What follows belongs to an exercise in optimizing a design on an open flow for small area, a short achievable clock period and few clock cycles per item; a production flow would make more cautious choices. At most, simulation tests tie the RTL to the original design; equivalence was not proved. Function not checked in runs 1, 2 and 7: the RTL went through the layout flow alone. No activity file was given, so power comes from the tool's default toggle rates.

==> run.sh <==
#!/bin/bash
# synth_recipe.tcl (not shown) runs the flow's synth.tcl, then flattens the netlist and writes it again
# the make line also repeats each setting of config.mk as NAME=value (left out here)
make -C /OpenROAD-flow-scripts/flow DESIGN_CONFIG=/design/flow/config.mk WORK_HOME=/design/flow/orfs CLKGATE_MAP_FILE= SYNTH_SCRIPT=/design/flow/synth_recipe.tcl finish
==> config.mk <==
export PLATFORM = sky130hd
export DESIGN_NAME = data_memory_bytelane
export DESIGN_NICKNAME = data_memory_bytelane
export VERILOG_FILES = /design/flow/design.v
export SDC_FILE = /design/flow/constraint.sdc
export NUM_CORES = 4
export LEC_CHECK = 0
export CAP_MARGIN = 20
export CORE_MARGIN = 2
export CORE_UTILIZATION = 55
export CTS_CLUSTER_DIAMETER = 120
export CTS_CLUSTER_SIZE = 25
export SETUP_SLACK_MARGIN = 2.5
export SLEW_MARGIN = 20
export SYNTH_HIERARCHICAL = 1
export SYNTH_MINIMUM_KEEP_SIZE = 0
==> constraint.sdc <==
create_clock -name core_clock -period 5.0 [get_ports {clk}]
set_input_delay 1.0000 -clock core_clock [delete_from_list [all_inputs] [get_ports {clk}]]
set_output_delay 1.0000 -clock core_clock [all_outputs]
set_load 0.01 [all_outputs]
==> design.v <==
package dmem_pkg;
    localparam logic [1:0] SIZE_BYTE = 2'b00;
    localparam logic [1:0] SIZE_HALF = 2'b01;
    localparam logic [1:0] SIZE_WORD = 2'b10;
    localparam logic [1:0] SIZE_ILL  = 2'b11;
    typedef enum logic [1:0] {
        CLEAR = 2'b00,
        IDLE  = 2'b01,
        BUSY  = 2'b10,
        RESP  = 2'b11
    } dmem_state_t;
endpackage
module dmem_lane_align
(
    input  logic [1:0]  off,
    input  logic [1:0]  size,
    input  logic        uns,
    input  logic [31:0] word,
    output logic [31:0] rdata
);
    logic [7:0]  b;
    logic [15:0] h;
    always_comb begin
        case (off)
            2'd0: b = word[7:0];
            2'd1: b = word[15:8];
            2'd2: b = word[23:16];
            default: b = word[31:24];
        endcase
        h = off[1] ? word[31:16] : word[15:0];
        case (size)
            dmem_pkg::SIZE_BYTE: rdata = {{24{b[7] & !uns}}, b};
            dmem_pkg::SIZE_HALF: rdata = {{16{h[15] & !uns}}, h};
            default:             rdata = word;
        endcase
    end
endmodule
module dmem_read_or
#(
    parameter int N = 32
) (
    input  logic [N-1:0]    sel,
    input  logic [N*32-1:0] words,
    output logic [31:0]     word
);
    localparam int N3 = N / 3;              
    localparam int NR = N - 3 * N3;         
    localparam int NG = N3 + (NR != 0);
    for (genvar b = 0; b < 32; b++) begin : g_bit
        logic [N-1:0]  d;
        logic [NG-1:0] gn;                  
        for (genvar w = 0; w < N; w++) begin : g_w
            assign d[w] = words[32*w + b];
        end
        for (genvar g = 0; g < N3; g++) begin : g_grp
            dmem_aoi222 u_g (.a(sel[3*g +: 3]), .b(d[3*g +: 3]), .y(gn[g]));
        end
        if (NR == 2) begin : g_r2
            dmem_aoi22 u_r (.a(sel[3*N3 +: 2]), .b(d[3*N3 +: 2]), .y(gn[N3]));
        end else if (NR == 1) begin : g_r1
            assign gn[N3] = ~(sel[3*N3] & d[3*N3]);
        end
        assign word[b] = ~&gn;
    end
endmodule
module dmem_aoi22
(
    input  logic [1:0] a,
    input  logic [1:0] b,
    output logic       y
);
    assign y = ~|(a & b);
endmodule
module dmem_aoi222
(
    input  logic [2:0] a,
    input  logic [2:0] b,
    output logic       y
);
    assign y = ~|(a & b);
endmodule
module data_memory_bytelane
#(
    parameter int DEPTH   = 128,
    parameter int LATENCY = 1,
    localparam int ADDR_W = $clog2(DEPTH) + 2
) (
    input  logic              clk,
    input  logic              reset,
    input  logic              req_valid,
    output logic              req_ready,
    input  logic              req_write,
    input  logic [1:0]        req_size,
    input  logic              req_unsigned,
    input  logic [ADDR_W-1:0] req_addr,
    input  logic [31:0]       req_wdata,
    output logic              rsp_valid,
    output logic [31:0]       rsp_rdata,
    output logic              rsp_error,
    output logic              init_done
);
    localparam int IDX_W = ADDR_W - 2;
    localparam int NQ    = 4;                  
    localparam int QD    = DEPTH / NQ;         
    localparam int QW    = $clog2(QD);
    localparam int LO_W  = IDX_W / 2;          
    localparam int HI_W  = IDX_W - LO_W;
    localparam int NLO   = 1 << LO_W;
    localparam int NHI   = 1 << HI_W;
    logic [DEPTH*32-1:0] mem;
    logic             accept, ill;
    logic [IDX_W-1:0] idx;
    logic [3:0]       lanes;
    logic [31:0]      wrep;
    assign req_ready = init_done;
    assign accept    = req_valid && init_done;
    assign ill       = (req_size == dmem_pkg::SIZE_ILL);
    assign idx       = req_addr[ADDR_W-1:2];
    always_comb begin
        case (req_size)
            dmem_pkg::SIZE_BYTE: lanes = 4'b0001 << req_addr[1:0];
            dmem_pkg::SIZE_HALF: lanes = req_addr[1] ? 4'b1100 : 4'b0011;
            dmem_pkg::SIZE_WORD: lanes = 4'b1111;
            default:             lanes = 4'b0000;
        endcase
        case (req_size)
            dmem_pkg::SIZE_BYTE: wrep = {4{req_wdata[7:0]}};
            dmem_pkg::SIZE_HALF: wrep = {2{req_wdata[15:0]}};
            default:             wrep = req_wdata;
        endcase
    end
    logic             s1_valid, s1_load, s1_error, s1_uns;
    logic [1:0]       s1_size, s1_off;
    logic [NHI-1:0]   s1_hi;
    logic [NLO-1:0]   s1_lo;
    logic [QD-1:0]    s1_qsel;
    logic [NQ-1:0]    s1_q;
    logic [3:0]       s1_lanes;
    logic [31:0]      s1_wdata;
    always_ff @(posedge clk) begin
        init_done <= !reset;
        s1_valid  <= !reset && accept;
        s1_load   <= !req_write && !ill;
        s1_error  <= ill;
        s1_uns    <= req_unsigned;
        s1_size   <= req_size;
        s1_off    <= req_addr[1:0];
        for (int w = 0; w < QD; w++) s1_qsel[w] <= (idx[QW-1:0] == QW'(w));
        for (int q = 0; q < NQ; q++) s1_q[q]    <= (idx[IDX_W-1:QW] == (IDX_W-QW)'(q));
        if (reset) begin
            s1_hi    <= '1;
            s1_lo    <= '1;
            s1_lanes <= 4'b1111;
            s1_wdata <= 32'h0;
        end else begin
            for (int j = 0; j < NHI; j++) s1_hi[j] <= (idx[IDX_W-1 -: HI_W] == HI_W'(j));
            for (int k = 0; k < NLO; k++) s1_lo[k] <= (idx[LO_W-1:0] == LO_W'(k));
            s1_lanes <= (accept && req_write) ? lanes : 4'b0000;
            s1_wdata <= wrep;
        end
    end
    for (genvar i = 0; i < DEPTH; i++) begin : g_word
        for (genvar l = 0; l < 4; l++) begin : g_lane
            always_ff @(posedge clk)
                if (s1_hi[i / NLO] && s1_lo[i % NLO] && s1_lanes[l])
                    mem[32*i + 8*l +: 8] <= s1_wdata[8*l +: 8];
        end
    end
    logic [NQ*32-1:0] qword;
    for (genvar q = 0; q < NQ; q++) begin : g_quarter
        dmem_read_or #(.N(QD)) u_read (
            .sel   (s1_qsel),
            .words (mem[32*QD*q +: 32*QD]),
            .word  (qword[32*q +: 32])
        );
    end
    logic             s2_valid, s2_load, s2_error, s2_uns;
    logic [1:0]       s2_size, s2_off;
    logic [NQ-1:0]    s2_q;
    logic [NQ*32-1:0] s2_qword;
    always_ff @(posedge clk) begin
        s2_valid <= !reset && s1_valid;
        s2_load  <= s1_load;
        s2_error <= s1_error;
        s2_uns   <= s1_uns;
        s2_size  <= s1_size;
        s2_off   <= s1_off;
        s2_q     <= s1_q;
        s2_qword <= qword;
    end
    logic [31:0] word, load_val;
    always_comb begin
        word = '0;
        for (int q = 0; q < NQ; q++)
            word = word | (s2_qword[32*q +: 32] & {32{s2_q[q]}});
    end
    dmem_lane_align u_align (
        .off   (s2_off),
        .size  (s2_size),
        .uns   (s2_uns),
        .word  (word),
        .rdata (load_val)
    );
    always_ff @(posedge clk) begin
        rsp_valid <= !reset && s2_valid;
        rsp_rdata <= s2_load ? load_val : 32'h0;
        rsp_error <= s2_error;
    end
endmodule
==> results.yml, run 1 <==
detailed_routing:
  ant_nets: 0
  met1Wirelength_um: 170000
  drt_first_pass_iters: 10
  routed-wl-met2_um: 212000
  topRoutingLayerUsed: "met5"
  drt_wl_total_um: 450000
  vias: 84600
  vias_per_cell: 7.29
  drc_errors: 0
  wl_met3_um: 52400
  drt-initial-drc-count: 16800
  routedWlPerCell_um: 38.8
yosys:
  seq_area_frac_synth: 0.843
  synthArstFlopShare: 0
  synth_area_per_cell_um2: 20.5
  synth_edf_count: 4096
  synth_ff_type: "edfxtp_1"
  yosysWarnings: 8
  synth_cells: 7439
  ys_types: 39
  syn-num-nets: 7487
  netlist_area_mm2: 0.153
  ys_ff_latch: 4375
clock_network:
  clk_pin_slew_ns: 0.10
  cts_tree: "built"
  cts_buffers: 197
  clkLatencyLatePin_ns: 0.94
  clkSinkCount: 4375
  htree_num_levels: 4
  clk_path_buf_depth: 4
  cts_root_buf: "clkbuf_16"
critical_path:
  cp.arrival_ns: 3.36
  reg2reg_from: "s1_qsel[17]$_DFF_P_"
  cp.required_ns: 5.78
  cp_max_fo: 66
  path_cells: "buf_12 > a222oi_1 > nand4_1 > or3_1"
  critPathSlowestCell: "a222oi_1"
  crit_buf_inv: 1
  endpoint_kind: "flop"
  cp.depth: 4
  r2r.worst_path.cells: 4
  critPathTopFamily: "compound AO/OA/AOI/OAI gates"
  worst_setup_path_start_kind: "flop"
  max_stage_delay_ns: 0.67
  crit_start: "s1_qsel[17]$_DFF_P_"
  path_class: "reg2reg"
global_routing:
  antenna_found_initial: 42
  grt_max_degree: 105
  grt_pass1_vias: 79300
  track_usage: 0.310
  grt_pass1_wl_um: 614000
  overflow: 0
layout:
  layout-drive-gt1-share: 0.0909
  syn2layout_area_growth_pct: 8.56
  nNetsFinal: 7753
min_path:
  hold_path.class: "reg2reg"
  hp-start: "s1_q[0]$_DFF_P_"
  hold_depth: 0
floorplanning:
  die_y_um: 531
  rows: 193
  start_util: 0.552
  io_pins: 84
  die_w_um: 531
  dieArea_mm2: 0.282
  coreArea_mm2: 0.276
timing:
  fin_crit_ns: 2.57
  skew_ns: 0.0703
  setup_viol: 0
  tightest_slew_ns: 1.19
  finalHoldViolCount: 0
  tns_ns: 0
  slew_headroom: 0.206
  fmax_mhz: 389
  fin_hold_ws_ns: 0.305
  min_period_over_period: 0.514
  rsz0062_at_grt: "true"
  slew_violations: 0
pwr:
  peakVddDrop_uv: 349
  power_leakage_nw: 55.5
  power_density_mw_per_mm2: 389
placed_design:
  gp_congestion: 0.834
  io_buffers: 83
  dp.final_hpwl_um: 257000
outcome:
  status: "complete, no violations"
run:
  cap_violations: 0
-- Yosys cell counts (2+ instances only) --
master | instances | area [um2]
nand4_1 | 256 | 1600
a22oi_2 | 128 | 1600
nor2_1 | 48 | 180
nand3_1 | 131 | 656
o21ai_0 | 11 | 55.1
or2_2 | 2 | 12.5
dfxtp_1 | 279 | 5590
mux2_2 | 9 | 101
and2_1 | 32 | 200
nor2b_1 | 33 | 206
or2_1 | 2 | 12.5
edfxtp_1 | 4096 | 123000
a21oi_1 | 60 | 300
or3_1 | 129 | 807
nand2_1 | 96 | 360
o22a_1 | 7 | 61.3
a222oi_1 | 1280 | 12800
a22oi_1 | 64 | 480
nand3b_1 | 3 | 22.5
mux2i_1 | 22 | 220
inv_1 | 5 | 18.8
o21ai_1 | 5 | 25.0
buf_4 | 3 | 22.5
buf_6 | 3 | 33.8
nand2b_1 | 3 | 18.8
clkbuf_1 | 190 | 713
buf_1 | 2 | 7.51
mux2_4 | 2 | 30.0
o221ai_1 | 8 | 70.1
or3b_1 | 2 | 17.5
and3_1 | 512 | 3200
buf_2 | 9 | 45.0
-- per-layer routing --
metal  global-route usage  vias up
met2                0.488     5688
met5                    0        -
li1                     -    34100
met4                0.101        4
met1                0.450    44300
met3               0.0451      578
-- cells in the final DEF (no fill, tap or decap), types with 8 or more instances in the layout --
cell type,instances
edfxtp_1,4096
a222oi_1,1280
and3_1,512
nand4_1,256
clkbuf_16,200
dfxtp_1,150
clkbuf_1,148
a22oi_2,131
nand3_1,131
buf_4,131
or3_1,129
dfxtp_4,113
nand2_1,95
a22oi_1,62
a21oi_1,60
nor2_1,48
clkdlybuf4s50_1,45
buf_12,44
diode_2,36
buf_6,35
nor2b_1,33
and2_1,32
mux2i_1,22
dfxtp_2,16
o21ai_0,11
buf_16,11
mux2_2,9
o221ai_1,8
inv_6,8
-- final cells by class --
cell class	count	area (um2)
tap	3705	4640
clock buffer	347	5540
multi-input combinational	2853	23200
fill	19900	111000
inverter	5	18.8
antenna	36	90.1
clock inverter	9	90.1
timing repair buffer	273	3070
sequential	4375	129000
-- final timing paths --
check | slack, ns | end
min reg2reg | 0.30 | s2_q[0]$_DFF_P_
max reg2reg | 2.43 | s2_qword[94]$_DFF_P_
max | 2.43 | s2_qword[94]$_DFF_P_
min | 0.30 | s2_q[0]$_DFF_P_
-- per-module statistics from Yosys (local to each module, per instance), a selection --
module                cells  area (um2)
data_memory_bytelane   5397      134000
dmem_aoi22                1        12.5
dmem_aoi222               1        10.0
dmem_lane_align         122         820
-- worst register-to-register path: cells and delay by family, from the launching register on --
kind            cells  cell delay (ns)
compound gates      1             0.91
buf+inv             1             0.33
simple gates        2             0.62
flops               1             0.55
-- flip-flops by register name, indices dropped and copies added (netlist names), 2 cells and up --
register	cells
s2_size	2
s1_qsel	32
s1_hi	16
s1_wdata	32
mem	4096
s1_size	2
s2_qword	128
s2_q	4
s1_lo	8
s1_q	4
s1_off	2
rsp_rdata	32
s2_off	2
s1_lanes	4
-- where the power goes --
group          switching, mW  internal, mW
Clock                   10.9          7.62
Sequential              1.16          41.7
Combinational           2.29         0.712
Total                   14.4          50.0
-- through the flow --
| step | cells | power (mW) | worst slack, ns | area (um2) | utilization |
|---|---|---|---|---|---|
| 2_1_floorplan | 7439 | 44.6 | 2.65 | 153000 | - |
| 5_1_grt | 11600 | 65.9 | 2.47 | 166000 | 0.599 |
| 3_3_place_gp | 11200 | 46.4 | 1.78 | 159000 | 0.576 |
| 4_1_cts | 11500 | 64.4 | 2.47 | 165000 | 0.598 |
| 3_5_place_dp | 11200 | 46.5 | 1.75 | 159000 | 0.576 |
| 6_report | 11600 | 64.4 | 2.43 | 166000 | 0.600 |
-- repair_timing --
action	in CTS	in global routing
hold buffers	0	0
gates resized for setup	250	2
pin swaps	6	9
buffers inserted	13	19
endpoints found under the setup margin	732	47
cloned	1	1
endpoints found under the hold margin	0	0
-- cell families after synthesis --
logic type,synth area share
AO/OA/AOI/OAI,0.101
buffers and inverters,0.00551
flip-flops,0.843
multiplexers,0.00230
AND/OR/NAND/NOR,0.0480
==> run 2: changes to the inputs <==
--- a/config.mk
+++ b/config.mk
@@ -7,9 +7,10 @@
 export LEC_CHECK = 0
 export CAP_MARGIN = 20
 export CORE_MARGIN = 2
-export CORE_UTILIZATION = 55
+export CORE_UTILIZATION = 68
 export CTS_CLUSTER_DIAMETER = 120
 export CTS_CLUSTER_SIZE = 25
+export PLACE_DENSITY = 0.74
 export SETUP_SLACK_MARGIN = 2.5
 export SLEW_MARGIN = 20
 export SYNTH_HIERARCHICAL = 1
==> run 2 against run 1 <==
  * Cell count decreased by 6.7%
  * Via count increased by 0.99%
  * Still clean
  * Clock skew decreased by 0.038 ns
  * Highest routed layer unchanged
  * Sequential power about the same
  * Power decreased by 0.85%
==> results.yml, run 2 <==
outcome:
  status: "complete, no violations"
timing:
  skew_ns: 0.0325
  setup_viol: 0
  rsz0062_at_grt: "true"
  fin_hold_ws_ns: 0.332
  tightest_slew_ns: 1.25
  fin_crit_ns: 2.63
  finalHoldViolCount: 0
  tns_ns: 0
  min_period_over_period: 0.525
  fmax_mhz: 381
  slew_violations: 0
  slew_headroom: 0.166
yosys:
  yosys.area.top_type: "edfxtp_1"
  synth_top_family_by_area: "compound AO/OA/AOI/OAI gates"
  ys_ff_latch: 4375
  synth_compound_area_frac: 0.101
  yosys.area_share.adder: 0
  synth_top_area_frac: 0.806
  synth_ff_type: "edfxtp_1"
  yosys.area_share.simple: 0.0480
  synthArstFlopShare: 0
  synth.most_common_cell: "edfxtp_1"
  synth_edf_count: 4096
  ys_top_cells_by_count: "edfxtp_1, a222oi_1, and3_1"
  seq_area_frac_synth: 0.843
  netlist_area_mm2: 0.153
  synth.area.top_cells: "edfxtp_1, a222oi_1, dfxtp_1"
  synth-xor-area-share: 0
  synthMuxAreaShare: 0.00230
  yosysWarnings: 8
  ys_types: 39
  synth_cells: 7439
  syn-num-nets: 7487
  synth_area_per_cell_um2: 20.5
global_routing:
  grt_max_degree: 105
  grt_pass1_vias: 80000
  antenna_found_initial: 33
  overflow: 0
  grt_pass1_wl_um: 576000
  track_usage: 0.353
floorplanning:
  coreArea_mm2: 0.223
  start_util: 0.685
  io_pins: 84
  rows: 173
  dieArea_mm2: 0.228
  die_w_um: 478
  die_y_um: 478
clock_network:
  clkSinkCount: 4375
  cts_buffers: 192
  clk_pin_slew_ns: 0.10
  htree_num_levels: 4
  cts_root_buf: "clkbuf_16"
  clkLatencyLatePin_ns: 0.89
  clk_path_buf_depth: 3
  cts_tree: "built"
  cts.hold.buffers_added: 0
pwr:
  peakVddDrop_uv: 341
  power_leakage_nw: 55.2
  power_density_mw_per_mm2: 389
critical_path:
  endpoint_kind: "flop"
  path_common_cell: "mux2i_1"
  cp.arrival_ns: 3.41
  path_cells: "a22oi_1 > nand2_1 > mux2i_1 > mux2i_1 > o22a_1 > and2_1"
  worst_setup_path_start_kind: "flop"
  max_stage_delay_ns: 0.59
  path_class: "reg2reg"
  crit_buf_inv: 0
  cp_max_fo: 32
  cp.required_ns: 5.78
  critPathTopFamily: "compound AO/OA/AOI/OAI gates"
  critPathSlowestCell: "dfxtp_4"
detailed_routing:
  routedWlPerCell_um: 38.2
  drt-initial-drc-count: 19600
  vias_per_cell: 7.90
  ant_nets: 0
  vias: 85500
  drt_wl_total_um: 414000
  drc_errors: 0
  drt_first_pass_iters: 13
layout:
  reg.largest.list: "mem x4096, s2_qword x128"
  final_cell_mix: "edfxtp_1, a222oi_1, and3_1, nand4_1, clkbuf_16"
  layout_commonest_cell: "edfxtp_1"
  layout-drive-gt1-share: 0.0857
  largest_register_ffs: 4096
  fillers: 12600
  syn2layout_area_growth_pct: 7.49
  regMostFlops: "mem"
  nNetsFinal: 7702
run:
  cap_violations: 0
placed_design:
  io_buffers: 83
  gp_congestion: 0.864
  dp.final_hpwl_um: 236000
min_path:
  hold_path.class: "reg2reg"
## run 2: cell types whose count changed in the layout (fill, tap and decap cells not counted), sizes merged
cell / previous run / this run
diode: 36 / 27
inv: 14 / 7
clkbuf: 348 / 358
clkdlybuf4s50: 45 / 46
clkinv: 0 / 1
buf: 227 / 180
## run 2: worst paths after layout
check / cells after the start / to / from / slack [ns]
hold reg to reg: 0 / s2_q[1]$_DFF_P_ / s1_q[1]$_DFF_P_ / 0.33
setup reg to reg: 6 / rsp_rdata[2]$_SDFF_PN0_ / s2_q[0]$_DFF_P_ / 2.37
setup / recovery: 6 / rsp_rdata[2]$_SDFF_PN0_ / s2_q[0]$_DFF_P_ / 2.37
hold / removal: 0 / s2_q[1]$_DFF_P_ / s1_q[1]$_DFF_P_ / 0.33
## run 2: where the power goes
part	switching (mW)	leakage, nW	internal, mW	total (mW)
registers	1.20	43.1	41.7	42.9
clock network	10.6	2.67	7.62	18.2
logic	2.13	9.39	0.663	2.79
## run 2: kinds of logic after synthesis
family,Yosys count
simple gates,1251
flops,4375
compound gates,1568
buf+inv,212
mux,33
## run 2: layer usage
layer	vias up	global-route usage	part of all wire
met4	6	0.154	0.051
met1	43300	0.507	0.34
met3	873	0.0661	0.15
li1	34000	-	-
met2	7265	0.541	0.46
met5	-	0	0.000099
## run 2: layout make-up
type                       instances  area [um2]  area share
antenna                           27        67.6    0.000412
clock buffer                     357        5590      0.0341
clock inverter                     3        45.0    0.000275
inverter                           5        18.8    0.000114
multi-input combinational       2853       23200       0.141
sequential                      4375      129000       0.787
tap                             2975        3720      0.0227
timing repair buffer             227        2310      0.0141
## run 2: stage by stage
step                      setup slack, ns  power [mW]   util  instances  cell area, um2
final                                2.37        63.8  0.736      10800          164000
after CTS                            2.43        63.7  0.734      10800          163000
after global routing                 2.48        65.2  0.736      10800          164000
after global placement               2.00        46.2  0.708      10400          158000
after detailed placement             1.98        46.3  0.709      10400          158000
after floorplan                      2.65        44.6      -       7439          153000
## run 2: per-module statistics from Yosys (local to each module, per instance), excerpt
module	flip-flops and latches	area [um2]	copies in the design	cells
data_memory_bytelane	4375	134000	1	5397
dmem_aoi22	0	12.5	128	1
dmem_aoi222	0	10.0	1280	1
dmem_lane_align	0	820	1	122
## run 2: repair_timing
action	CTS	global route
pin swaps	4	15
cloned	1	0
setup endpoints to repair	69	331
resized for setup	223	15
setup buffers	2	20
==> run 3: changes to the inputs <==
--- a/design.v
+++ b/design.v
@@ -45,7 +45,7 @@
 );
     localparam int N3 = N / 3;              
     localparam int NR = N - 3 * N3;         
-    localparam int NG = N3 + (NR != 0);
+    localparam int NG = N3 + NR;
     for (genvar b = 0; b < 32; b++) begin : g_bit
         logic [N-1:0]  d;
         logic [NG-1:0] gn;                  
@@ -55,21 +55,11 @@
         for (genvar g = 0; g < N3; g++) begin : g_grp
             dmem_aoi222 u_g (.a(sel[3*g +: 3]), .b(d[3*g +: 3]), .y(gn[g]));
         end
-        if (NR == 2) begin : g_r2
-            dmem_aoi22 u_r (.a(sel[3*N3 +: 2]), .b(d[3*N3 +: 2]), .y(gn[N3]));
-        end else if (NR == 1) begin : g_r1
-            assign gn[N3] = ~(sel[3*N3] & d[3*N3]);
+        for (genvar r = 0; r < NR; r++) begin : g_rest
+            dmem_nand2 u_r (.a(sel[3*N3 + r]), .b(d[3*N3 + r]), .y(gn[N3 + r]));
         end
         assign word[b] = ~&gn;
     end
-endmodule
-module dmem_aoi22
-(
-    input  logic [1:0] a,
-    input  logic [1:0] b,
-    output logic       y
-);
-    assign y = ~|(a & b);
 endmodule
 module dmem_aoi222
 (
@@ -78,6 +68,14 @@
     output logic       y
 );
     assign y = ~|(a & b);
+endmodule
+module dmem_nand2
+(
+    input  logic a,
+    input  logic b,
+    output logic y
+);
+    assign y = ~(a & b);
 endmodule
 module data_memory_bytelane
 #(
--- a/config.mk
+++ b/config.mk
@@ -7,10 +7,9 @@
 export LEC_CHECK = 0
 export CAP_MARGIN = 20
 export CORE_MARGIN = 2
-export CORE_UTILIZATION = 68
+export CORE_UTILIZATION = 55
 export CTS_CLUSTER_DIAMETER = 120
 export CTS_CLUSTER_SIZE = 25
-export PLACE_DENSITY = 0.74
 export SETUP_SLACK_MARGIN = 2.5
 export SLEW_MARGIN = 20
 export SYNTH_HIERARCHICAL = 1
==> run 3 against run 2 <==
  * Cell area grew 0.45%
  * Clock-buffer cell count shrank 1
  * Largest cell class unchanged
  * Global-route usage shrank 4.7 points
  * Clock skew grew 0.016 ns
  * First-iteration DRC count shrank 12%
  * Die area grew 23%
  * Register-to-register slack gained 0.03 ns
  * Maximum frequency grew 1.3%
  * Critical path type unchanged
==> results.yml, run 3 <==
layout:
  syn2layout_area_growth_pct: 8.31
  nNetsFinal: 7855
  regMostFlops: "mem"
  reg.largest.list: "mem x4096, s2_qword x128"
  layout_commonest_cell: "edfxtp_1"
  largest_register_ffs: 4096
  final_cell_mix: "edfxtp_1, a222oi_1, and3_1, nand4_1, nand2_1"
  layout-drive-gt1-share: 0.0709
detailed_routing:
  vias_per_cell: 7.22
  vias: 84600
  drt_wl_total_um: 440000
  ant_nets: 0
  drt_first_pass_iters: 9
  routedWlPerCell_um: 37.6
  drc_errors: 0
  drt-initial-drc-count: 17300
critical_path:
  r2r_slack_ns: 2.41
  cp.required_ns: 5.81
  path_class: "reg2reg"
  cp_max_fo: 17
  endpoint_kind: "flop"
  cp.arrival_ns: 3.40
  r2r.worst_path.cells: 6
  worst_setup_path_start_kind: "flop"
timing:
  setup_viol: 0
  slew_headroom: 0.190
  tns_ns: 0
  min_period_over_period: 0.519
  rsz0062_at_grt: "true"
  fmax_mhz: 386
  finalHoldViolCount: 0
  fin_crit_ns: 2.59
  slew_violations: 0
  tightest_slew_ns: 1.22
  skew_ns: 0.0490
pwr:
  p_total_mw: 64.4
  power_density_mw_per_mm2: 391
  peakVddDrop_uv: 315
  power_leakage_nw: 55.2
run:
  cap_violations: 0
global_routing:
  grt_max_degree: 104
  overflow: 0
  antenna_found_initial: 45
  grt_pass1_vias: 79400
  track_usage: 0.305
  grt_pass1_wl_um: 604000
clock_network:
  htree_num_levels: 4
  cts_root_buf: "clkbuf_16"
  clkSinkCount: 4375
  cts_buffers: 196
  cts_tree: "built"
  clk_path_buf_depth: 4
  clkLatencyLatePin_ns: 0.93
  clk_pin_slew_ns: 0.10
yosys:
  synthArstFlopShare: 0
  yosysWarnings: 8
  synth_top_area_frac: 0.809
  yosys.area_share.simple: 0.0555
  ys_types: 38
  yosys.area_share.adder: 0
  synth.most_common_cell: "edfxtp_1"
  ys_top_cells_by_count: "edfxtp_1, a222oi_1, and3_1"
  synth_cells: 7567
  synthMuxAreaShare: 0.00231
  seq_area_frac_synth: 0.845
  yosys.area.top_type: "edfxtp_1"
  synth_edf_count: 4096
  synth_compound_area_frac: 0.0912
  synth_ff_type: "edfxtp_1"
  synth_top_family_by_area: "compound AO/OA/AOI/OAI gates"
  syn-num-nets: 7615
  ys_ff_latch: 4375
  synth_area_per_cell_um2: 20.1
  netlist_area_mm2: 0.152
  synth-xor-area-share: 0
  synth.area.top_cells: "edfxtp_1, a222oi_1, dfxtp_1"
floorplanning:
  start_util: 0.551
  die_y_um: 530
  coreArea_mm2: 0.276
  rows: 193
  io_pins: 84
  dieArea_mm2: 0.281
  die_w_um: 530
min_path:
  hold_path.class: "reg2reg"
  hold_depth: 0
placed_design:
  dp.final_hpwl_um: 253000
  io_buffers: 83
  gp_congestion: 0.859
outcome:
  status: "complete, no violations"
==> run 3: changes by cell type in the layout (fill, tap and decap cells not counted), moves of 16 or more <==
cell and delta:
buf_4 +16, nand4_1 +128, nand2_1 +256, buf_2 -19, a22oi_2 -130, nand3_1 -128, buf_6 +27
==> run 3: path summary, 6_finish.rpt <==
kind                         from                       to
setup / recovery  s2_q[0]$_DFF_P_  rsp_rdata[0]$_SDFF_PN0_
hold / removal    s1_q[1]$_DFF_P_          s2_q[1]$_DFF_P_
setup reg to reg  s2_q[0]$_DFF_P_  rsp_rdata[0]$_SDFF_PN0_
hold reg to reg   s1_q[1]$_DFF_P_          s2_q[1]$_DFF_P_
==> run 3: cell type report <==
cell class	count	area [um2]
Sequential cell	4375	129000
Tap cell	3705	4640
Multi-Input combinational cell	2981	22700
Fill cell	20000	111000
Clock buffer	356	5650
Timing Repair Buffer	248	2550
Clock inverter	4	46.3
Inverter	5	18.8
Antenna cell	33	82.6
==> run 3: power breakdown <==
| group | total [mW] | internal, mW | switching [mW] |
|---|---|---|---|
| registers | 42.8 | 41.7 | 1.15 |
| clock network | 18.6 | 7.75 | 10.9 |
| logic | 2.95 | 0.684 | 2.27 |
| total | 64.4 | 50.1 | 14.3 |
==> run 3: cell families after synthesis <==
kind of cell    count (synthesis)
simple gates                 1507
flops                        4375
compound gates               1440
mux                            33
buf+inv                       212
==> run 3: timing repair <==
| item | CTS | global route |
|---|---|---|
| resized for setup | 251 | 12 |
| setup endpoints to repair | 433 | 753 |
| buffers inserted | 9 | 8 |
| cloned | 1 | 0 |
| hold buffers | 0 | 0 |
| pin swaps | 9 | 9 |
==> run 3: per-stage QoR <==
step	std cells	cell area, um2	setup slack [ns]	hold slack, ns	util
floorplan	7567	152000	2.65	0.310	-
CTS	11700	164000	2.47	0.332	0.596
finish	11700	165000	2.41	0.327	0.597
global placement	11300	158000	1.79	0.311	0.574
detailed placement	11300	158000	1.78	0.315	0.574
global route	11700	165000	2.50	0.333	0.597
==> run 3: worst max-delay path: stages (launching register included) <==
cell     delay [ns]
dfxtp_4        0.48
a22oi_1        0.68
nand2_1        0.51
mux2i_1        0.28
mux2i_1        0.12
o22a_1         0.22
and2_1         0.16
==> run 3: per-module statistics from Yosys, one instance, submodules excluded, a selection <==
module,cell area (um2),times used,flops+latches
dmem_aoi222,10.0,1280,0
data_memory_bytelane,134000,1,4375
dmem_lane_align,820,1,0
dmem_nand2,3.75,256,0
==> run 3: per-layer routing <==
metal  up-vias  part of all wire  GRT usage
met5         -          0.000073          0
met1     44000              0.37      0.443
met2      5680              0.47      0.481
met3       581              0.12     0.0462
met4         4             0.033     0.0986
li1      34300                 -          -
Testbench counts of run 3, summed over its fixed seeds: cycles 48,032, items 48,000.
==> run 4: changes to the inputs <==
--- a/config.mk
+++ b/config.mk
@@ -10,7 +10,7 @@
 export CORE_UTILIZATION = 55
 export CTS_CLUSTER_DIAMETER = 120
 export CTS_CLUSTER_SIZE = 25
-export SETUP_SLACK_MARGIN = 2.5
+export SETUP_SLACK_MARGIN = 2.65
 export SLEW_MARGIN = 20
 export SYNTH_HIERARCHICAL = 1
 export SYNTH_MINIMUM_KEEP_SIZE = 0
==> run 4 against run 3 <==
  * Clock-buffer cell count did not move
  * Sequential cell count did not move
  * Non-clock buffer count rose by 46
  * First-iteration DRC count rose by 5.4%
  * Hold slack improved by 0.0053 ns
  * Sequential power barely moved
  * Wire length rose by 3.4%
==> results.yml, run 4 <==
timing:
  slew_headroom: 0.175
  tns_ns: 0
  tightest_slew_ns: 1.24
  fin_crit_ns: 2.46
  finalHoldViolCount: 0
  fmax_mhz: 406
  min_period_over_period: 0.493
  setup_viol: 0
  rsz0062_at_grt: "true"
  skew_ns: 0.0449
  slew_violations: 0
  setup_slack_ns: 2.54
floorplanning:
  dieArea_mm2: 0.281
  start_util: 0.551
  rows: 193
  io_pins: 84
  die_y_um: 530
  die_w_um: 530
  coreArea_mm2: 0.276
layout:
  syn2layout_area_growth_pct: 8.97
  layout-drive-gt1-share: 0.0785
  final_cells: 11800
  largest_register_ffs: 4096
  utilization: 0.601
  fillers: 19900
  final_cell_mix: "edfxtp_1, a222oi_1, and3_1, nand4_1, nand2_1"
  reg.largest.list: "mem x4096, s2_qword x128"
  layout_commonest_cell: "edfxtp_1"
  multi_input_area_mm2: 0.0228
  nNetsFinal: 7901
  area.sequential_mm2: 0.129
  regMostFlops: "mem"
yosys:
  yosys.area_share.simple: 0.0555
  ys_top_cells_by_count: "edfxtp_1, a222oi_1, and3_1"
  ys_ff_latch: 4375
  synth_compound_area_frac: 0.0912
  synth_area_per_cell_um2: 20.1
  synth_ff_type: "edfxtp_1"
  yosys.area.top_type: "edfxtp_1"
  synth_edf_count: 4096
  yosysWarnings: 8
  synth-xor-area-share: 0
  synth.area.top_cells: "edfxtp_1, a222oi_1, dfxtp_1"
  netlist_area_mm2: 0.152
  synthMuxAreaShare: 0.00231
  syn-num-nets: 7615
  synth_top_area_frac: 0.809
  synthArstFlopShare: 0
  synth_top_family_by_area: "compound AO/OA/AOI/OAI gates"
  synth.most_common_cell: "edfxtp_1"
  ys_types: 38
  yosys.area_share.adder: 0
  seq_area_frac_synth: 0.845
  synth_cells: 7567
placed_design:
  dp_cells: 11300
  dpl_worst_slack_ns: 1.78
  gp_congestion: 0.859
  dp.final_hpwl_um: 253000
  io_buffers: 83
critical_path:
  critPathSlowestCell: "dfxtp_4"
  critPathTopFamily: "simple AND/OR/NAND/NOR gates"
  cp.arrival_ns: 3.25
  cp.required_ns: 5.79
  crit_buf_inv: 1
  max_stage_delay_ns: 0.59
  path_cells: "buf_8 > a222oi_1 > nand4_1 > or3_1"
  worst_setup_path_start_kind: "flop"
  endpoint_kind: "flop"
  cp_max_fo: 48
  path_class: "reg2reg"
global_routing:
  grt_max_degree: 104
  grt_pass1_wl_um: 619000
  track_usage: 0.315
  overflow: 0
  antenna_found_initial: 54
  grt_pass1_vias: 80100
clock_network:
  clkSinkCount: 4375
  htree_num_levels: 4
  clk_pin_slew_ns: 0.10
  clk_path_buf_depth: 4
  clkLatencyLatePin_ns: 0.93
  cts_buffers: 196
  cts_tree: "built"
  cts_root_buf: "clkbuf_16"
detailed_routing:
  ant_nets: 0
  drc_errors: 0
  routedWlPerCell_um: 38.7
  drt_first_pass_iters: 13
  drt-initial-drc-count: 18200
  drt_wl_total_um: 455000
  vias: 85400
  vias_per_cell: 7.25
min_path:
  hold_path.class: "reg2reg"
run:
  cap_violations: 0
pwr:
  p_total_mw: 64.5
  power_density_mw_per_mm2: 389
  peakVddDrop_uv: 316
  power_leakage_nw: 55.6
outcome:
  status: "complete, no violations"
==> run 4: cell counts after synthesis <==
Identical to the previous run, type by type.
==> run 4: Yosys stat by module, one instance, submodules excluded, excerpt <==
| module | flip-flops and latches | copies in the design |
|---|---|---|
| dmem_aoi222 | 0 | 1280 |
| dmem_nand2 | 0 | 256 |
| data_memory_bytelane | 4375 | 1 |
| dmem_lane_align | 0 | 1 |
==> run 4: where the power goes <==
group	internal [mW]	switching, mW	leakage, nW	total, mW
registers	41.7	1.11	43.1	42.8
logic	0.735	2.38	9.81	3.11
clock network	7.75	10.9	2.71	18.7
==> run 4: worst register-to-register path: stages, from the launching register on <==
cell and delay, ns:
dfxtp_4 0.59, buf_8 0.31, a222oi_1 0.69, nand4_1 0.25, or3_1 0.48
==> run 4: path summary, 6_finish.rpt <==
path	startpoint	to	slack, ns	cells past startpoint
worst min register to register	s1_q[2]$_DFF_P_	s2_q[2]$_DFF_P_	0.33	0
worst min-delay path	s1_q[2]$_DFF_P_	s2_q[2]$_DFF_P_	0.33	0
worst max-delay path	s1_qsel[16]$_DFF_P_	s2_qword[116]$_DFF_P_	2.54	4
worst max register to register	s1_qsel[16]$_DFF_P_	s2_qword[116]$_DFF_P_	2.54	4
==> run 4: final cells by class <==
class                           count  area share
Tap cell                         3705      0.0280
Clock buffer                      356      0.0341
Clock inverter                      4    0.000279
Multi-Input combinational cell   2981       0.138
Antenna cell                       50    0.000755
Sequential cell                  4375       0.779
Timing Repair Buffer              294      0.0206
Inverter                            5    0.000113
==> run 4: through the flow <==
stage | cell area (um2) | hold slack, ns
final | 166000 | 0.332
after global routing | 166000 | 0.335
after CTS | 165000 | 0.332
after detailed placement | 158000 | 0.315
after global placement | 158000 | 0.311
after floorplan | 152000 | 0.310
==> run 4: kinds of logic (layout without fill, tap and decap cells) <==
| logic type | Yosys count | count (layout) |
|---|---|---|
| muxes | 33 | 33 |
| DFF | 4375 | 4375 |
| and+or+nand+nor | 1507 | 1507 |
| other | 0 | 50 |
| AOI/OAI and AO/OA | 1440 | 1441 |
| buffers and inverters | 212 | 659 |
==> run 4: metal layers <==
layer	track usage	wire length [um]	vias to the layer above
li1	-	-	34400
met1	0.451	168000	44500
met2	0.489	212000	5764
met3	0.0579	57500	678
met4	0.112	17400	6
met5	0	35	-
==> run 4: timing repair <==
action / 4_1_cts / 5_1_grt
setup buffers: 37 / 25
hold buffers: 0 / 0
resized for setup: 289 / 34
pin swaps: 26 / 33
hold endpoints to repair: 0 / 0
gates cloned: 1 / 1
endpoints found under the setup margin: 2123 / 523
==> run 5: changes to the inputs <==
--- a/design.v
+++ b/design.v
@@ -41,7 +41,7 @@
 ) (
     input  logic [N-1:0]    sel,
     input  logic [N*32-1:0] words,
-    output logic [31:0]     word
+    output logic [31:0]     word_n
 );
     localparam int N3 = N / 3;              
     localparam int NR = N - 3 * N3;         
@@ -58,7 +58,7 @@
         for (genvar r = 0; r < NR; r++) begin : g_rest
             dmem_nand2 u_r (.a(sel[3*N3 + r]), .b(d[3*N3 + r]), .y(gn[N3 + r]));
         end
-        assign word[b] = ~&gn;
+        assign word_n[b] = &gn;
     end
 endmodule
 module dmem_aoi222
@@ -164,18 +164,18 @@
                     mem[32*i + 8*l +: 8] <= s1_wdata[8*l +: 8];
         end
     end
-    logic [NQ*32-1:0] qword;
+    logic [NQ*32-1:0] qword_n;
     for (genvar q = 0; q < NQ; q++) begin : g_quarter
         dmem_read_or #(.N(QD)) u_read (
             .sel   (s1_qsel),
             .words (mem[32*QD*q +: 32*QD]),
-            .word  (qword[32*q +: 32])
+            .word_n (qword_n[32*q +: 32])
         );
     end
     logic             s2_valid, s2_load, s2_error, s2_uns;
     logic [1:0]       s2_size, s2_off;
     logic [NQ-1:0]    s2_q;
-    logic [NQ*32-1:0] s2_qword;
+    logic [NQ*32-1:0] s2_qword_n;    
     always_ff @(posedge clk) begin
         s2_valid <= !reset && s1_valid;
         s2_load  <= s1_load;
@@ -184,13 +184,13 @@
         s2_size  <= s1_size;
         s2_off   <= s1_off;
         s2_q     <= s1_q;
-        s2_qword <= qword;
+        s2_qword_n <= qword_n;
     end
     logic [31:0] word, load_val;
     always_comb begin
         word = '0;
         for (int q = 0; q < NQ; q++)
-            word = word | (s2_qword[32*q +: 32] & {32{s2_q[q]}});
+            word = word | (~s2_qword_n[32*q +: 32] & {32{s2_q[q]}});
     end
     dmem_lane_align u_align (
         .off   (s2_off),
--- a/config.mk
+++ b/config.mk
@@ -10,7 +10,7 @@
 export CORE_UTILIZATION = 55
 export CTS_CLUSTER_DIAMETER = 120
 export CTS_CLUSTER_SIZE = 25
-export SETUP_SLACK_MARGIN = 2.65
+export SETUP_SLACK_MARGIN = 2.7
 export SLEW_MARGIN = 20
 export SYNTH_HIERARCHICAL = 1
 export SYNTH_MINIMUM_KEEP_SIZE = 0
==> run 5 against run 4 <==
  * Hold slack improved by 0.0016 ns
  * Cell count increased by 0.25%
  * Register-to-register slack improved by 0.04 ns
  * Combinational power grew 6.8%
  * Clock power barely moved
  * Critical path type is now reg2out
  * Largest cell class unchanged
  * Highest routed layer unchanged
==> results.yml, run 5 <==
detailed_routing:
  drt-initial-drc-count: 17500
  vias_per_cell: 7.31
  drt_wl_total_um: 475000
  vias: 86200
  routedWlPerCell_um: 40.3
  drt_first_pass_iters: 12
  drc_errors: 0
  ant_nets: 0
layout:
  final_cell_mix: "edfxtp_1, a222oi_1, and3_1, nand4_1, nand2_1"
  reg.largest.list: "mem x4096, s2_qword_n x128"
  syn2layout_area_growth_pct: 9.28
  largest_register_ffs: 4096
  layout_commonest_cell: "edfxtp_1"
  layout-drive-gt1-share: 0.0955
  regMostFlops: "mem"
  nNetsFinal: 7928
clock_network:
  clk_pin_slew_ns: 0.10
  cts.hold.buffers_added: 0
  clkSinkCount: 4375
  cts_tree: "built"
  cts_root_buf: "clkbuf_16"
  clkLatencyLatePin_ns: 0.97
  clk_path_buf_depth: 4
  htree_num_levels: 4
  cts_buffers: 196
yosys:
  yosysWarnings: 8
  ys_ff_latch: 4375
  synth_top_area_frac: 0.806
  synth_edf_count: 4096
  yosys.area.top_type: "edfxtp_1"
  synthArstFlopShare: 0
  synth_cells: 7571
  synth.most_common_cell: "edfxtp_1"
  synth.area.top_cells: "edfxtp_1, a222oi_1, dfxtp_1"
  synth_ff_type: "edfxtp_1"
  seq_area_frac_synth: 0.843
  ys_types: 39
  netlist_area_mm2: 0.153
  ys_top_cells_by_count: "edfxtp_1, a222oi_1, and3_1"
  syn-num-nets: 7619
  synth_area_per_cell_um2: 20.2
global_routing:
  track_usage: 0.329
  grt_pass1_wl_um: 641000
  grt_pass1_vias: 80300
  overflow: 0
  grt_max_degree: 97
  antenna_found_initial: 48
timing:
  setup_slack_ns: 2.47
  tightest_slew_ns: 1.32
  rsz0062_at_grt: "true"
  finalHoldViolCount: 0
  slew_headroom: 0.122
  slew_violations: 0
  fmax_mhz: 396
  skew_ns: 0.0536
  tns_ns: 0
  fin_crit_ns: 2.53
  setup_viol: 0
  min_period_over_period: 0.506
placed_design:
  gp_congestion: 0.860
  dp.final_hpwl_um: 258000
  dpl_worst_slack_ns: 1.80
  io_buffers: 83
floorplanning:
  io_pins: 84
  die_y_um: 531
  die_w_um: 531
  coreArea_mm2: 0.276
  start_util: 0.552
  dieArea_mm2: 0.282
  rows: 193
pwr:
  power_density_mw_per_mm2: 388
  power_leakage_nw: 55.5
  p_total_mw: 64.7
  peakVddDrop_uv: 363
critical_path:
  path_cells: "buf_6"
  path_class: "reg2out"
  critPathSlowestCell: "dfxtp_4"
  crit_buf_inv: 1
  worst_setup_path_start_kind: "flop"
  endpoint_kind: "output pin"
  max_stage_delay_ns: 0.43
  cp_max_fo: 1
  critPathTopFamily: "flip-flops"
  cp.arrival_ns: 1.53
  cp.required_ns: 4.00
run:
  cap_violations: 0
outcome:
  status: "complete, no violations"
min_path:
  hold_path.class: "reg2reg"
==> run 5: final cells by class <==
type	count	area [um2]
Sequential cell	4375	129000
Fill cell	19900	110000
Multi-Input combinational cell	2981	23200
Clock buffer	348	5580
Tap cell	3705	4640
Timing Repair Buffer	316	4000
Antenna cell	61	153
Inverter	9	82.6
Clock inverter	4	57.6
Timing Repair inverter	1	8.76
==> run 5: modules after synthesis, one instance, submodules excluded, excerpt <==
module | flops+latches | cells inside | times used
dmem_aoi222 | 0 | 1 | 1280
dmem_nand2 | 0 | 1 | 256
data_memory_bytelane | 4375 | 5401 | 1
dmem_lane_align | 0 | 122 | 1
==> run 5: stage by stage <==
stage | hold slack, ns | cells | util | area [um2]
2_1_floorplan | 0.310 | 7571 | - | 153000
3_3_place_gp | 0.311 | 11300 | 0.575 | 159000
3_5_place_dp | 0.312 | 11300 | 0.575 | 159000
4_1_cts | 0.334 | 11700 | 0.602 | 166000
5_1_grt | 0.336 | 11700 | 0.603 | 167000
6_report | 0.334 | 11800 | 0.604 | 167000
==> run 5: final timing paths <==
path	start	to	cells after the start	slack [ns]
setup / recovery	rsp_rdata[10]$_SDFF_PN0_	rsp_rdata[10]	1	2.47
hold / removal	s1_q[0]$_DFF_P_	s2_q[0]$_DFF_P_	0	0.33
setup reg to reg	s2_q[0]$_DFF_P_	rsp_rdata[5]$_SDFF_PN0_	8	2.58
hold reg to reg	s1_q[0]$_DFF_P_	s2_q[0]$_DFF_P_	0	0.33
==> run 5: routing by layer <==
layer / up-vias / GRT usage / routed length, um
met5: - / 0 / 46
met4: 6 / 0.153 / 25500
met3: 907 / 0.0583 / 53000
met2: 5992 / 0.526 / 227000
met1: 44800 / 0.445 / 170000
li1: 34500 / - / -
==> run 5: logic make-up (layout without fill, tap and decap cells) <==
kind of cell	Yosys count	in the layout	share of synthesized area
AO/OA/AOI/OAI	1440	1441	0.0904
other	0	61	0
flip-flops	4375	4375	0.843
multiplexers	33	33	0.00230
AND/OR/NAND/NOR	1507	1507	0.0590
buffers and inverters	216	678	0.00560
==> run 5: report_power, final <==
part / internal (mW) / switching, mW / total, mW
clock network: 7.67 / 11.0 / 18.6
logic: 0.782 / 2.54 / 3.32
registers: 41.7 / 1.08 / 42.7
==> run 5: repair_timing <==
action                                   CTS  global route
resized for setup                        303            19
setup buffers                             69            12
cloned                                     8             1
pin swaps                                 15            11
endpoints found under the setup margin  2815           838
Testbench counts of run 5, summed over its fixed seeds: cycles 48,032, items 48,000.
==> run 6: changes to the inputs <==
--- a/config.mk
+++ b/config.mk
@@ -10,7 +10,7 @@
 export CORE_UTILIZATION = 55
 export CTS_CLUSTER_DIAMETER = 120
 export CTS_CLUSTER_SIZE = 25
-export SETUP_SLACK_MARGIN = 2.7
+export SETUP_SLACK_MARGIN = 2.6
 export SLEW_MARGIN = 20
 export SYNTH_HIERARCHICAL = 1
 export SYNTH_MINIMUM_KEEP_SIZE = 0
==> run 6 against run 5 <==
  * First-iteration DRC count grew 1.3%
  * Sequential share of layout area rose by 0.47 points
  * Worst setup slack about the same
==> results.yml, run 6 <==
pwr:
  swShare: 0.225
  p_comb_frac: 0.049
  p_clk_frac: 0.289
  power_density_mw_per_mm2: 390
  p_sw_mw: 14.5
  seqPwrFrac: 0.662
  peakVddDrop_uv: 416
  power_leakage_nw: 55.2
  p_int_mw: 50.1
  p_total_mw: 64.6
detailed_routing:
  vias_per_cell: 7.23
  ant_nets: 0
  drt_wl_total_um: 455000
  drt_first_pass_iters: 11
  vias: 85100
  routedWlPerCell_um: 38.6
  drc_errors: 0
  drt-initial-drc-count: 17700
layout:
  layout_commonest_cell: "edfxtp_1"
  nNetsFinal: 7898
  syn2layout_area_growth_pct: 8.59
  final_cell_mix: "edfxtp_1, a222oi_1, and3_1, nand4_1, nand2_1"
  layout-drive-gt1-share: 0.0913
  reg.largest.list: "mem x4096, s2_qword_n x128"
  final_cells: 11800
  fin_area_mm2: 0.166
  largest_register_ffs: 4096
  regMostFlops: "mem"
  fillers: 20000
floorplanning:
  start_util: 0.552
  die_y_um: 531
  dieArea_mm2: 0.282
  io_pins: 84
  rows: 193
  coreArea_mm2: 0.276
  die_w_um: 531
yosys:
  yosysWarnings: 8
  syn-num-nets: 7619
  ys_ff_latch: 4375
  yosys.area_share.simple: 0.0590
  synth_ff_type: "edfxtp_1"
  synth_top_family_by_area: "compound AO/OA/AOI/OAI gates"
  synth_cells: 7571
  synth.area.top_cells: "edfxtp_1, a222oi_1, dfxtp_1"
  ys_types: 39
  synth_edf_count: 4096
  yosys.area.top_type: "edfxtp_1"
  synth_area_per_cell_um2: 20.2
  synthMuxAreaShare: 0.00230
  synthArstFlopShare: 0
  seq_area_frac_synth: 0.843
  netlist_area_mm2: 0.153
  synth-xor-area-share: 0
  ys_top_cells_by_count: "edfxtp_1, a222oi_1, and3_1"
  synth.most_common_cell: "edfxtp_1"
  synth_top_area_frac: 0.806
  yosys.area_share.adder: 0
  synth_compound_area_frac: 0.0904
outcome:
  status: "complete, no violations"
clock_network:
  cts.hold.buffers_added: 0
  clk_path_buf_depth: 4
  cts_root_buf: "clkbuf_16"
  htree_num_levels: 4
  clkLatencyLatePin_ns: 0.95
  clkSinkCount: 4375
  cts_buffers: 197
  clk_pin_slew_ns: 0.10
  cts_tree: "built"
critical_path:
  critPathTopFamily: "flip-flops"
  cp_max_fo: 1
  worst_setup_path_start_kind: "flop"
  cp.arrival_ns: 1.53
  path_class: "reg2out"
  cp.required_ns: 4.00
  max_stage_delay_ns: 0.45
  path_cells: "buf_6"
  crit_buf_inv: 1
  critPathSlowestCell: "dfxtp_4"
  endpoint_kind: "output pin"
placed_design:
  dp.final_hpwl_um: 264000
  io_buffers: 83
  dp_cells: 11300
  placed_area_mm2: 0.159
  gp_congestion: 0.860
timing:
  slew_violations: 0
  fin_hold_ws_ns: 0.304
  fin_crit_ns: 2.53
  tightest_slew_ns: 1.22
  min_period_over_period: 0.505
  tns_ns: 0
  finalHoldViolCount: 0
  slew_headroom: 0.188
  rsz0062_at_grt: "true"
  setup_viol: 0
  skew_ns: 0.0592
  fmax_mhz: 396
global_routing:
  grt_max_degree: 100
  track_usage: 0.316
  grt_pass1_wl_um: 623000
  grt_busiest_layer: "met2"
  use_met1: 0.449
  antenna_found_initial: 46
  use_met3: 0.0452
  overflow: 0
  grt_pass1_vias: 80000
  grtUsageMet2: 0.496
run:
  cap_violations: 0
min_path:
  hold_path.class: "reg2reg"
## run 6: cell types whose count changed in the layout (fill, tap and decap cells not counted), moves of 6 or more
cell / previous run / this run
dfxtp_2: 17 / 30
buf_12: 61 / 37
and3_1: 506 / 512
buf_16: 15 / 7
buf_4: 124 / 147
buf_8: 9 / 0
clkbuf_1: 147 / 156
bufbuf_16: 7 / 1
buf_6: 52 / 45
dfxtp_4: 111 / 97
and3_2: 6 / 0
diode_2: 61 / 43
## run 6: modules after synthesis (local to each module, per instance), a selection
module,copies in the design,flip-flops and latches,area (um2)
data_memory_bytelane,1,4375,134000
dmem_aoi222,1280,0,10.0
dmem_lane_align,1,0,820
dmem_nand2,256,0,3.75
## run 6: layer usage
metal	up-vias	routed length, um
met1	44400	169000
met4	4	21000
met3	685	49400
li1	34400	-
met5	-	25
met2	5555	215000
## run 6: through the flow
step	setup WS, ns	utilization
global route	2.46	0.599
detailed placement	1.96	0.576
floorplan	2.65	-
finish	2.47	0.600
CTS	2.41	0.598
global placement	1.98	0.576
## run 6: path summary, 6_finish.rpt
kind                            slack, ns  cells past startpoint                      to                     from
worst max register to register       2.55                      4  s2_qword_n[46]$_DFF_P_       s1_qsel[9]$_DFF_P_
worst min-delay path                 0.30                      0       s2_off[1]$_DFF_P_        s1_off[1]$_DFF_P_
worst max-delay path                 2.47                      1            rsp_rdata[0]  rsp_rdata[0]$_SDFF_PN0_
worst min register to register       0.30                      0       s2_off[1]$_DFF_P_        s1_off[1]$_DFF_P_
## run 6: power by group through the flow
stage | clock network (mW) | logic [mW] | registers, mW
finish | 18.6 | 3.17 | 42.8
global route | 20.0 | 3.30 | 42.9
CTS | 18.8 | 3.08 | 42.8
detailed placement | 0 | 2.97 | 43.6
global placement | 0 | 2.93 | 43.6
floorplan | 0 | 1.44 | 43.2
## run 6: layout make-up
cell class                 instances  area (um2)  share of cell area
timing repair buffer             286        3050              0.0184
clock buffer                     355        5570              0.0336
inverter                           9        61.3            0.000370
tap                             3705        4640              0.0280
antenna                           43         108            0.000649
sequential                      4375      129000               0.778
clock inverter                    12         130            0.000785
multi-input combinational       2981       23200               0.140
## run 6: cell families (layout without fill, tap and decap cells)
kind of cell / count (synthesis) / after routing
AOI/OAI and AO/OA: 1440 / 1441
buffers and inverters: 216 / 662
DFF: 4375 / 4375
muxes: 33 / 33
other: 0 / 43
and+or+nand+nor: 1507 / 1507
## run 6: timing repair
| item | 4_1_cts | 5_1_grt |
|---|---|---|
| setup endpoints to repair | 1432 | 88 |
| pin swaps | 8 | 13 |
| cloned | 2 | 0 |
| buffers inserted | 17 | 14 |
| gates resized for setup | 271 | 14 |
| endpoints found under the hold margin | 0 | 0 |
==> run 7: changes to the inputs <==
--- a/design.v
+++ b/design.v
@@ -41,11 +41,11 @@
 ) (
     input  logic [N-1:0]    sel,
     input  logic [N*32-1:0] words,
-    output logic [31:0]     word_n
+    output logic [31:0]     word
 );
     localparam int N3 = N / 3;              
     localparam int NR = N - 3 * N3;         
-    localparam int NG = N3 + NR;
+    localparam int NG = N3 + (NR != 0);
     for (genvar b = 0; b < 32; b++) begin : g_bit
         logic [N-1:0]  d;
         logic [NG-1:0] gn;                  
@@ -55,11 +55,21 @@
         for (genvar g = 0; g < N3; g++) begin : g_grp
             dmem_aoi222 u_g (.a(sel[3*g +: 3]), .b(d[3*g +: 3]), .y(gn[g]));
         end
-        for (genvar r = 0; r < NR; r++) begin : g_rest
-            dmem_nand2 u_r (.a(sel[3*N3 + r]), .b(d[3*N3 + r]), .y(gn[N3 + r]));
-        end
-        assign word_n[b] = &gn;
-    end
+        if (NR == 2) begin : g_r2
+            dmem_aoi22 u_r (.a(sel[3*N3 +: 2]), .b(d[3*N3 +: 2]), .y(gn[N3]));
+        end else if (NR == 1) begin : g_r1
+            assign gn[N3] = ~(sel[3*N3] & d[3*N3]);
+        end
+        assign word[b] = ~&gn;
+    end
+endmodule
+module dmem_aoi22
+(
+    input  logic [1:0] a,
+    input  logic [1:0] b,
+    output logic       y
+);
+    assign y = ~|(a & b);
 endmodule
 module dmem_aoi222
 (
@@ -69,13 +79,13 @@
 );
     assign y = ~|(a & b);
 endmodule
-module dmem_nand2
+module dmem_nor2
 (
     input  logic a,
     input  logic b,
     output logic y
 );
-    assign y = ~(a & b);
+    assign y = ~(a | b);
 endmodule
 module data_memory_bytelane
 #(
@@ -129,8 +139,7 @@
     end
     logic             s1_valid, s1_load, s1_error, s1_uns;
     logic [1:0]       s1_size, s1_off;
-    logic [NHI-1:0]   s1_hi;
-    logic [NLO-1:0]   s1_lo;
+    logic [IDX_W-1:0] s1_idx;
     logic [QD-1:0]    s1_qsel;
     logic [NQ-1:0]    s1_q;
     logic [3:0]       s1_lanes;
@@ -143,39 +152,48 @@
         s1_uns    <= req_unsigned;
         s1_size   <= req_size;
         s1_off    <= req_addr[1:0];
+        s1_idx    <= idx;
         for (int w = 0; w < QD; w++) s1_qsel[w] <= (idx[QW-1:0] == QW'(w));
         for (int q = 0; q < NQ; q++) s1_q[q]    <= (idx[IDX_W-1:QW] == (IDX_W-QW)'(q));
         if (reset) begin
-            s1_hi    <= '1;
-            s1_lo    <= '1;
             s1_lanes <= 4'b1111;
             s1_wdata <= 32'h0;
         end else begin
-            for (int j = 0; j < NHI; j++) s1_hi[j] <= (idx[IDX_W-1 -: HI_W] == HI_W'(j));
-            for (int k = 0; k < NLO; k++) s1_lo[k] <= (idx[LO_W-1:0] == LO_W'(k));
             s1_lanes <= (accept && req_write) ? lanes : 4'b0000;
             s1_wdata <= wrep;
         end
     end
+    logic [NHI-1:0]   whi;
+    logic [NLO-1:0]   wlo;
+    logic [DEPTH-1:0] wsel_n;
+    logic [3:0]       lanes_n;
+    always_comb begin
+        for (int j = 0; j < NHI; j++) whi[j] = !init_done || (s1_idx[IDX_W-1 -: HI_W] == HI_W'(j));
+        for (int k = 0; k < NLO; k++) wlo[k] = !init_done || (s1_idx[LO_W-1:0] == LO_W'(k));
+        for (int i = 0; i < DEPTH; i++) wsel_n[i] = !(whi[i / NLO] && wlo[i % NLO]);
+        lanes_n = ~s1_lanes;
+    end
     for (genvar i = 0; i < DEPTH; i++) begin : g_word
         for (genvar l = 0; l < 4; l++) begin : g_lane
+            logic we;
+            dmem_nor2 u_we (.a(wsel_n[i]), .b(lanes_n[l]), .y(we));
             always_ff @(posedge clk)
-                if (s1_hi[i / NLO] && s1_lo[i % NLO] && s1_lanes[l])
+                if (we)
                     mem[32*i + 8*l +: 8] <= s1_wdata[8*l +: 8];
         end
     end
-    logic [NQ*32-1:0] qword_n;
+    logic [NQ*32-1:0] qword;
     for (genvar q = 0; q < NQ; q++) begin : g_quarter
         dmem_read_or #(.N(QD)) u_read (
             .sel   (s1_qsel),
             .words (mem[32*QD*q +: 32*QD]),
-            .word_n (qword_n[32*q +: 32])
+            .word  (qword[32*q +: 32])
         );
     end
     logic             s2_valid, s2_load, s2_error, s2_uns;
     logic [1:0]       s2_size, s2_off;
     logic [NQ-1:0]    s2_q;
-    logic [NQ*32-1:0] s2_qword_n;    
+    logic [NQ*32-1:0] s2_qword;
     always_ff @(posedge clk) begin
         s2_valid <= !reset && s1_valid;
         s2_load  <= s1_load;
@@ -184,13 +202,13 @@
         s2_size  <= s1_size;
         s2_off   <= s1_off;
         s2_q     <= s1_q;
-        s2_qword_n <= qword_n;
+        s2_qword <= qword;
     end
     logic [31:0] word, load_val;
     always_comb begin
         word = '0;
         for (int q = 0; q < NQ; q++)
-            word = word | (~s2_qword_n[32*q +: 32] & {32{s2_q[q]}});
+            word = word | (s2_qword[32*q +: 32] & {32{s2_q[q]}});
     end
     dmem_lane_align u_align (
         .off   (s2_off),
--- a/config.mk
+++ b/config.mk
@@ -8,9 +8,9 @@
 export CAP_MARGIN = 20
 export CORE_MARGIN = 2
 export CORE_UTILIZATION = 55
-export CTS_CLUSTER_DIAMETER = 120
-export CTS_CLUSTER_SIZE = 25
-export SETUP_SLACK_MARGIN = 2.6
+export CTS_CLUSTER_DIAMETER = 100
+export CTS_CLUSTER_SIZE = 20
+export SETUP_SLACK_MARGIN = 2.5
 export SLEW_MARGIN = 20
 export SYNTH_HIERARCHICAL = 1
 export SYNTH_MINIMUM_KEEP_SIZE = 0
==> run 7 against run 6 <==
  * Die area shrank 1.0%
  * Sequential power is essentially flat
  * Clock-buffer cell count grew 76
  * Power grew 3.8%
  * Critical path depth grew 2
  * Synthesized cell count shrank 2.4%
  * Hold slack gained 0.013 ns
  * Highest routed layer unchanged
  * Utilization grew 2.5 points
  * Area after synthesis shrank 1.0%
==> results.yml, run 7 <==
outcome:
  status: "complete, no violations"
layout:
  syn2layout_area_growth_pct: 13.0
  layout_commonest_cell: "edfxtp_1"
  fillers: 19000
  largest_register_ffs: 4096
  final_cell_mix: "edfxtp_1, a222oi_1, nor2_4, nand4_1, clkbuf_16"
  multi_input_area_mm2: 0.0259
  reg.largest.list: "mem x4096, s2_qword x128"
  fin_area_mm2: 0.171
  regMostFlops: "mem"
  area.sequential_mm2: 0.129
  utilization: 0.624
  layout-drive-gt1-share: 0.181
  nNetsFinal: 8009
critical_path:
  cp_max_fo: 62
  worst_setup_path_start_kind: "flop"
  endpoint_kind: "flop"
  crit_start: "s1_lanes[1]$_SDFF_PP1_"
  cp.required_ns: 5.62
  path_class: "reg2reg"
  reg2reg_from: "s1_lanes[1]$_SDFF_PP1_"
  cp.arrival_ns: 3.40
yosys:
  synth_cells: 7389
  netlist_area_mm2: 0.151
  synth_edf_count: 4096
  synth-xor-area-share: 0
  synthArstFlopShare: 0
  ys_ff_latch: 4358
  yosys.area.top_type: "edfxtp_1"
  synth_ff_type: "edfxtp_1"
  yosys.area_share.adder: 0
  ys_top_cells_by_count: "edfxtp_1, a222oi_1, nor2_1"
  yosys.area_share.simple: 0.0425
  synth_top_family_by_area: "compound AO/OA/AOI/OAI gates"
  synth.area.top_cells: "edfxtp_1, a222oi_1, dfxtp_1"
  yosysWarnings: 8
  syn-num-nets: 7437
  ys_types: 42
  synth.most_common_cell: "edfxtp_1"
  synth_compound_area_frac: 0.103
  synthMuxAreaShare: 0.00286
  synth_top_area_frac: 0.815
  synth_area_per_cell_um2: 20.4
  seq_area_frac_synth: 0.849
pwr:
  swShare: 0.230
  p_comb_frac: 0.062
  power_leakage_nw: 55.4
  power_density_mw_per_mm2: 393
  p_sw_mw: 15.4
  seqPwrFrac: 0.633
  p_int_mw: 51.6
  peakVddDrop_uv: 357
  p_clk_frac: 0.305
global_routing:
  grt_max_degree: 129
  overflow: 0
  grt_pass1_vias: 80600
  track_usage: 0.343
  grt_pass1_wl_um: 659000
  antenna_found_initial: 47
floorplanning:
  die_w_um: 528
  rows: 192
  die_y_um: 528
  start_util: 0.552
  dieArea_mm2: 0.279
  io_pins: 84
  coreArea_mm2: 0.273
timing:
  min_period_over_period: 0.556
  finalHoldViolCount: 0
  slew_headroom: 0.183
  tightest_slew_ns: 1.22
  fin_hold_ws_ns: 0.316
  slew_violations: 0
  tns_ns: 0
  skew_ns: 0.0747
  setup_viol: 0
  fmax_mhz: 360
  fin_crit_ns: 2.78
  setup_slack_ns: 2.22
  rsz0062_at_grt: "true"
run:
  cap_violations: 0
clock_network:
  clkLatencyLatePin_ns: 0.98
  cts_buffers: 239
  clk_path_buf_depth: 4
  clk_pin_slew_ns: 0.08
  cts_tree: "built"
  htree_num_levels: 4
  cts_root_buf: "clkbuf_16"
  clkSinkCount: 4358
detailed_routing:
  vias_per_cell: 7.40
  drt-initial-drc-count: 19800
  drt_wl_total_um: 491000
  drt_first_pass_iters: 10
  ant_nets: 0
  routedWlPerCell_um: 41.7
  drc_errors: 0
  vias: 87100
placed_design:
  dp.final_hpwl_um: 298000
  placed_area_mm2: 0.158
  dpl_worst_slack_ns: 1.68
  gp_congestion: 0.914
  io_buffers: 83
min_path:
  hold_path.class: "reg2reg"
  hp-start: "s1_error$_DFF_P_"
run 7: cell count changes after synthesis, sizes merged, moves of 18 or more:
cell,delta
o22ai,-64
nand2,-138
or2,-30
nor2,+519
nor3,-128
nand4,-128
a22oi,+192
o21ai,+18
or3,+128
and3,-512
clkbuf,-164
nand3,+126
run 7: cells by family (layout without fill, tap and decap cells):
family / after synthesis / in the layout
flops: 4358 / 4358
simple gates: 1349 / 1349
mux: 41 / 41
compound gates: 1579 / 1580
buf+inv: 62 / 829
other cells: 0 / 22
run 7: final timing paths:
kind | to | slack, ns | depth (start not counted)
min | s2_error$_DFF_P_ | 0.32 | 0
min reg2reg | s2_error$_DFF_P_ | 0.32 | 0
max | mem[1578]$_DFFE_PP_ | 2.22 | 3
max reg2reg | mem[1578]$_DFFE_PP_ | 2.22 | 3
run 7: what timing repair did:
item                                     CTS  global route
endpoints found under the setup margin  4191          2716
resized for setup                       1016           243
pin swaps                                 63            51
hold buffers                               0             0
cloned                                     6             0
setup buffers                             68            58
run 7: worst max-delay path, cell delays in order (launching register included):
cell and delay (ns):
dfxtp_1 0.61, clkinvlp_4 0.26, buf_12 0.24, nor2_1 0.96
run 7: final cells by class:
class | count | share of cell area
diodes | 22 | 0.000323
clock buffers | 431 | 0.0398
clock inverters | 6 | 0.000396
inverters | 9 | 0.000286
multi-input cells | 2970 | 0.152
flip-flops and latches | 4358 | 0.753
well taps | 3589 | 0.0263
repair buffers | 381 | 0.0278
repair inverters | 2 | 0.0000880
run 7: per-module statistics from Yosys, one instance, submodules excluded, a selection:
module	copies in the design	cell area, um2	cells
data_memory_bytelane	1	131000	4835
dmem_aoi222	1280	10.0	1
dmem_lane_align	1	820	122
dmem_aoi22	128	12.5	1
dmem_nor2	512	3.75	1
run 7: stage by stage:
| step | power (mW) | std cells |
|---|---|---|
| after detailed placement | 46.8 | 11200 |
| after CTS | 66.9 | 11700 |
| after floorplan | 44.4 | 7389 |
| after global placement | 46.6 | 11200 |
| final | 67.0 | 11800 |
| after global routing | 68.6 | 11700 |
run 7: per-layer routing:
| layer | part of all wire | track usage |
|---|---|---|
| met5 | 0.00025 | 0 |
| met1 | 0.37 | 0.501 |
| met3 | 0.14 | 0.0741 |
| met4 | 0.041 | 0.129 |
| met2 | 0.45 | 0.512 |
run 7: power by group through the flow:
stage	combinational (mW)	sequential, mW	clock [mW]
3_5_place_dp	3.44	43.3	0
6_report	4.13	42.5	20.4
3_3_place_gp	3.38	43.3	0
5_1_grt	4.23	42.5	21.8
2_1_floorplan	1.34	43.1	0
4_1_cts	3.86	42.4	20.6

-- re-timing with driven ports --
The flow's constraints put no driver on any port. The routed layouts listed below were extracted and timed again, unchanged, in two steps.
Step 1 sets driving cells, clkbuf_16 on the clock port and buf_2 on the other inputs (assumed; they add their load-dependent delay and slew).
Step 2 adds t to the input delays and takes it off the output delays; t is the mean of the earliest and latest rising clock arrival at the registers after step 1. Input paths then give back, and output paths get back, about the clock's delay inside the block.
Three values: ideal ports, drivers, drivers and shift; two values: the first two.
run	shift t [ns]	setup WS [ns]	worst slew at a driven data input, ns	cell pins on the clock port's net
run 1	1.002	2.429 / 2.429 / 1.766	0.08	1
run 2	0.966	2.373 / 2.373 / 2.037	0.25	1
run 3	1.000	2.407 / 2.407 / 1.840	0.19	1
run 4	1.006	2.536 / 2.448 / 1.839	0.19	1
run 5	1.030	2.472 / 2.387 / 1.873	0.21	1
run 6	1.014	2.473 / 2.377 / 2.103	0.23	1
run 7	1.046	2.222 / 2.222 / 2.031	0.05	1
After both steps every run listed still meets setup and hold. The setup slack of run 4, which loses most, moves by -0.088 ns with the drivers and by -0.697 ns with both steps.
